Background: an optimization exercise with open tools, aiming at small area, a short achievable clock period and few clock cycles per item. Do not read the settings as production practice.
RTL that was checked went through simulation tests only; none was proved equivalent to the original.
No activity file was given, so power comes from the tool's default toggle rates.

## amber
// stream_credit_flow_control
module stream_credit_flow_control
(
  input  logic        clk,
  input  logic        rst,
  input  logic        req_valid,
  output logic        req_ready,
  input  logic [2:0]  req_type,
  input  logic [31:0] req_amount,
  output logic        rsp_valid,
  input  logic        rsp_ready,
  output logic [1:0]  rsp_frame_kind,
  output logic [31:0] rsp_frame_length,
  output logic [2:0]  rsp_status,
  output logic        rsp_last,
  output logic [1:0]  rsp_session_state,
  input  logic        cfg_valid,
  output logic        cfg_ready,
  input  logic [1:0]  cfg_index,
  input  logic [31:0] cfg_data
);
clock: 9.0 ns
lec_check: 0
cap_margin: 20
core_margin: 2
core_utilization: 55
cts_cluster_diameter: 150
cts_cluster_size: 50
setup_slack_margin: 5.0
slew_margin: 20
standard.sh (not shown) runs the stock make flow with config.mk's settings and CLKGATE_MAP_FILE= SYNTH_SCRIPT=/design/flow/synth_recipe.tcl, a recipe that flattens the netlist after the stock synthesis.
==> flow/flow/run.sh <==
#!/bin/bash
# The standard layout, with the port buffers made from the smallest buffer cell.
set -euo pipefail
export BUFFER_PORTS_ARGS="-buffer_cell sky130_fd_sc_hd__buf_1"
bash standard.sh > standard.log 2>&1
Every stage of the flow completed for amber, and the final layout passed the timing, design-rule and antenna checks.
Testbench counts of amber, summed over its fixed seeds: cycles 7,795, items 3,200.
Changes in zinc relative to amber:
diff --git a/flow/design.v b/flow/design.v
--- a/flow/design.v
+++ b/flow/design.v
@@ -84,18 +84,16 @@
   input  logic [31:0] req_amount,
   input  logic        pop,
   input  logic        drn_nx,
   input  logic        ov_nx,
   input  logic        rsp_ready,
   output logic        req_ready,
   output logic        q_valid,
   output logic [2:0]  q_type,
-  output logic        q_w,
-  output logic        q_wu,
   output logic        q_sin,
   output logic        sel_p,
   output logic        sel_c,
   output logic        q_big,
   output logic [31:0] q_amount
 );
   logic load, q_valid_nx, rr_a, rr_b;
   assign load       = !q_valid || pop;
@@ -110,26 +108,24 @@
       q_valid <= 1'b0;
     end else if (load) begin
       q_valid <= keep;
     end
   end
   always_ff @(posedge clk) begin
     if (load) begin
       q_type   <= req_type;
-      q_w      <= req_w;
-      q_wu     <= req_wu;
       q_big    <= big;
       q_amount <= req_amount;
-      q_sin    <= req_type[1];
+      q_sin    <= req_type[1] && !req_type[0];
     end
   end
   always_ff @(posedge clk) begin
-    sel_p <= !drn_nx && (load ? req_w  : q_w);
-    sel_c <= !drn_nx && (load ? req_wu : q_wu);
+    sel_p <= !drn_nx && (load ? req_w  : (q_type == 3'd0));
+    sel_c <= !drn_nx && (load ? req_wu : (q_type == 3'd2));
   end
 endmodule
 module scfc_back
 (
   input  logic        clk,
   input  logic        rst,
   input  logic        cfg_valid,
   output logic        cfg_ready,
@@ -139,18 +135,16 @@
   input  logic        rsp_ready,
   output logic [1:0]  rsp_frame_kind,
   output logic [31:0] rsp_frame_length,
   output logic [2:0]  rsp_status,
   output logic        rsp_last,
   output logic [1:0]  rsp_session_state,
   input  logic        q_valid,
   input  logic [2:0]  q_type,
-  input  logic        q_w,
-  input  logic        q_wu,
   input  logic        q_big,
   input  logic [31:0] q_amount,
   input  logic        q_sin,
   input  logic        sel_p,
   input  logic        sel_c,
   output logic        drn_nx,
   output logic        ov_nx,
   output logic        pop
@@ -418,17 +412,17 @@
   input  logic        cfg_valid,
   output logic        cfg_ready,
   input  logic [1:0]  cfg_index,
   input  logic [31:0] cfg_data
 );
   logic        keep, big, pop;
   logic        q_valid, q_big;
   logic [2:0]  q_type;
-  logic        req_w, req_wu, q_w, q_wu, q_sin, sel_p, sel_c, drn_nx, ov_nx;
+  logic        req_w, req_wu, q_sin, sel_p, sel_c, drn_nx, ov_nx;
   logic [31:0] q_amount;
   scfc_front u_front (
     .req_valid  (req_valid),
     .req_type   (req_type),
     .req_amount (req_amount),
     .keep       (keep),
     .req_w      (req_w),
     .req_wu     (req_wu),
@@ -445,18 +439,16 @@
     .req_amount (req_amount),
     .pop        (pop),
     .drn_nx     (drn_nx),
     .ov_nx      (ov_nx),
     .rsp_ready  (rsp_ready),
     .req_ready  (req_ready),
     .q_valid    (q_valid),
     .q_type     (q_type),
-    .q_w        (q_w),
-    .q_wu       (q_wu),
     .q_sin      (q_sin),
     .sel_p      (sel_p),
     .sel_c      (sel_c),
     .q_big      (q_big),
     .q_amount   (q_amount)
   );
   scfc_back u_back (
     .clk               (clk),
@@ -469,18 +461,16 @@
     .rsp_ready         (rsp_ready),
     .rsp_frame_kind    (rsp_frame_kind),
     .rsp_frame_length  (rsp_frame_length),
     .rsp_status        (rsp_status),
     .rsp_last          (rsp_last),
     .rsp_session_state (rsp_session_state),
     .q_valid           (q_valid),
     .q_type            (q_type),
-    .q_w               (q_w),
-    .q_wu              (q_wu),
     .q_sin             (q_sin),
     .sel_p             (sel_p),
     .sel_c             (sel_c),
     .drn_nx            (drn_nx),
     .ov_nx             (ov_nx),
     .q_big             (q_big),
     .q_amount          (q_amount),
     .pop               (pop)
[summary]
[compare] base=amber new=zinc: placed instance count moved up; area added between synthesis and finish -1.6 points; synthesized cell area comparable; wire length on met1 lower.
Diff amber..zinc | count of input and output buffers | unchanged
In zinc relative to amber, highest ir drop seen on vdd had gone up by more than 10%.
Compared zinc vs amber, and leakage component of the power is down in zinc.
Looking at via count of the first global-routing pass, zinc sits above amber.
Setup WNS amber -> zinc: worse
Final cell count, zinc and amber: higher on amber
Testbench counts of zinc, summed over its fixed seeds: cycles 7,795, items 3,200.

========
main:
stream_credit_flow_control, a different RTL version from the one above (not shown whole).
For scale: ~120 I/O pins, about 15000 um^2 of cells after synthesis.
export LEC_CHECK = 0
export CAP_MARGIN = 20
export CORE_MARGIN = 2
export CORE_UTILIZATION = 40
export CTS_CLUSTER_DIAMETER = 150
export CTS_CLUSTER_SIZE = 50
export SETUP_SLACK_MARGIN = 4.5
export SLEW_MARGIN = 20
create_clock -name core_clock -period 9.0 [get_ports {clk}]
Scripts as last shown in full above: flow/flow/run.sh
The final layout from main, which completed every stage, passed the timing, design-rule and antenna checks at the end of the flow.
> inputs changed (main -> the feature branch)
--- a/flow/design.v
+++ b/flow/design.v
@@ -81,21 +81,17 @@
   input  logic        big,
   input  logic [2:0]  req_type,
   input  logic        req_w,
   input  logic        req_wu,
   input  logic [31:0] req_amount,
   input  logic        pop,
-  input  logic        drn_nx,
   output logic        req_ready,
   output logic        q_valid,
   output logic [2:0]  q_type,
   output logic        q_w,
   output logic        q_wu,
-  output logic        q_sin,
-  output logic        sel_p,
-  output logic        sel_c,
   output logic        q_big,
   output logic [31:0] q_amount
 );
   logic load;
   assign load      = !q_valid || pop;
   assign req_ready = load || !keep_t;
@@ -110,19 +106,14 @@
     if (load) begin
       q_type   <= req_type;
       q_w      <= req_w;
       q_wu     <= req_wu;
       q_big    <= big;
       q_amount <= req_amount;
-      q_sin    <= req_type[1];
     end
   end
-  always_ff @(posedge clk) begin
-    sel_p <= !drn_nx && (load ? req_w  : q_w);
-    sel_c <= !drn_nx && (load ? req_wu : q_wu);
-  end
 endmodule
 module scfc_back
 (
   input  logic        clk,
   input  logic        rst,
   input  logic        cfg_valid,
@@ -139,16 +130,12 @@
   input  logic        q_valid,
   input  logic [2:0]  q_type,
   input  logic        q_w,
   input  logic        q_wu,
   input  logic        q_big,
   input  logic [31:0] q_amount,
-  input  logic        q_sin,
-  input  logic        sel_p,
-  input  logic        sel_c,
-  output logic        drn_nx,
   output logic        pop
 );
   logic [15:0] lim;
   logic [30:0] half;
   logic [1:0]  mode, mode_n;
   logic [31:0] credit, credit_n;
@@ -165,17 +152,19 @@
   logic        word;
   logic adv;
   logic pnz, cnz;
   assign cfg_ready = 1'b1;
   assign adv       = !ov || rsp_ready;
   assign pop       = q_valid && !drn && adv;
-  assign drn_nx    = !rst && (adv ? drn_n : drn);
   assign pnz       = |pend;
   assign cnz       = |credit;
+  logic        sel_p, sel_c;
   logic [15:0] P;
   logic [31:0] C;
+  assign sel_p = !drn && q_w;
+  assign sel_c = !drn && q_wu;
   assign P = pend   | (sel_p ? q_amount[15:0] : 16'd0);
   assign C = credit | (sel_c ? q_amount : 32'd0);
   logic [15:0] X, d_px, d_cp, d_cl, c_hi_dec;
   logic        ge_px, ge_cp, ge_cl;
   logic        c_hi, p_lt_l, c_lt;
   logic        data;
@@ -210,13 +199,13 @@
     end else begin
       P2 = d_px;
     end
   end
   logic [31:0] s_in, s_sum, s_sat;
   logic        s_co;
-  assign s_in  = q_sin ? credit : (uz ? 32'd0 : unack);
+  assign s_in  = q_wu ? credit : (uz ? 32'd0 : unack);
   scfc_add #(32) u_sum (.a(s_in), .b(q_amount), .ci(1'b0), .s(s_sum), .co(s_co));
   assign s_sat = s_co ? 32'hFFFF_FFFF : s_sum;
   logic [33:0] cx, cy, cz, cs, cc, ct;
   logic        ge;
   assign cx = {2'b00, uz ? 32'd0 : unack};
   assign cy = {2'b00, q_amount};
@@ -412,13 +401,13 @@
   input  logic [1:0]  cfg_index,
   input  logic [31:0] cfg_data
 );
   logic        keep, big, pop;
   logic        q_valid, q_big;
   logic [2:0]  q_type;
-  logic        req_w, req_wu, q_w, q_wu, q_sin, sel_p, sel_c, drn_nx;
+  logic        req_w, req_wu, q_w, q_wu;
   logic [31:0] q_amount;
   scfc_front u_front (
     .req_valid  (req_valid),
     .req_type   (req_type),
     .req_amount (req_amount),
     .keep       (keep),
@@ -434,21 +423,17 @@
     .big        (big),
     .req_type   (req_type),
     .req_w      (req_w),
     .req_wu     (req_wu),
     .req_amount (req_amount),
     .pop        (pop),
-    .drn_nx     (drn_nx),
     .req_ready  (req_ready),
     .q_valid    (q_valid),
     .q_type     (q_type),
     .q_w        (q_w),
     .q_wu       (q_wu),
-    .q_sin      (q_sin),
-    .sel_p      (sel_p),
-    .sel_c      (sel_c),
     .q_big      (q_big),
     .q_amount   (q_amount)
   );
   scfc_back u_back (
     .clk               (clk),
     .rst               (rst),
@@ -464,15 +449,11 @@
     .rsp_last          (rsp_last),
     .rsp_session_state (rsp_session_state),
     .q_valid           (q_valid),
     .q_type            (q_type),
     .q_w               (q_w),
     .q_wu              (q_wu),
-    .q_sin             (q_sin),
-    .sel_p             (sel_p),
-    .sel_c             (sel_c),
-    .drn_nx            (drn_nx),
     .q_big             (q_big),
     .q_amount          (q_amount),
     .pop               (pop)
   );
 endmodule
The maximum clock frequency of the feature branch is higher than that of main.
Relative to main, the routed wire length measured on the feature branch has increased slightly.
Looking at clock group share of total power across main and the feature branch, the one that comes out lower is the feature branch.
Looking at total number of vias, the feature branch sits 2.9% above main.
Going from main to the feature branch, via count of the first global-routing pass shrank slightly.
Testbench counts of the feature branch, summed over its fixed seeds: cycles 7,775, items 3,200.
Function not checked in main: the RTL went through the layout flow alone.

## afterwards: timing with drivers on the ports
Ports are ideal in the flow. The routed layouts listed here were re-timed in OpenROAD.
Step 1 sets driving cells, clkbuf_16 on the clock port and buf_2 on the other inputs (assumed; they add their load-dependent delay and slew).
Step 2 times the ports against the registers' clock, not the clock port: input delays grow and output delays shrink by t, the midpoint of the rising clock arrivals with the driver on.
Three values: ideal, step 1, step 2; two values: the first two.
run | shift t [ns] | setup slack, ns | hold slack, ns | clock arrival spread, ns | worst slew at a driven data input, ns
amber | 0.495 | 5.056 / 5.035 / 4.984 | 0.458 / 0.458 / 0.458 | 0.016 / 0.016 | 0.03
zinc | 0.511 | 5.049 / 5.029 / 4.771 | 0.457 / 0.457 / 0.457 | 0.018 / 0.018 | 0.06
main | 0.512 | 4.551 / 4.531 / 4.531 | 0.457 / 0.457 / 0.457 | 0.015 / 0.015 | 0.05
the feature branch | 0.530 | 4.583 / 4.561 / 4.220 | 0.456 / 0.456 / 0.456 | 0.013 / 0.012 | 0.06
After both steps setup and hold are still met in every run listed. For the feature branch, which loses most, drivers alone change the setup slack by -0.022 ns; drivers and shift together by -0.363 ns.
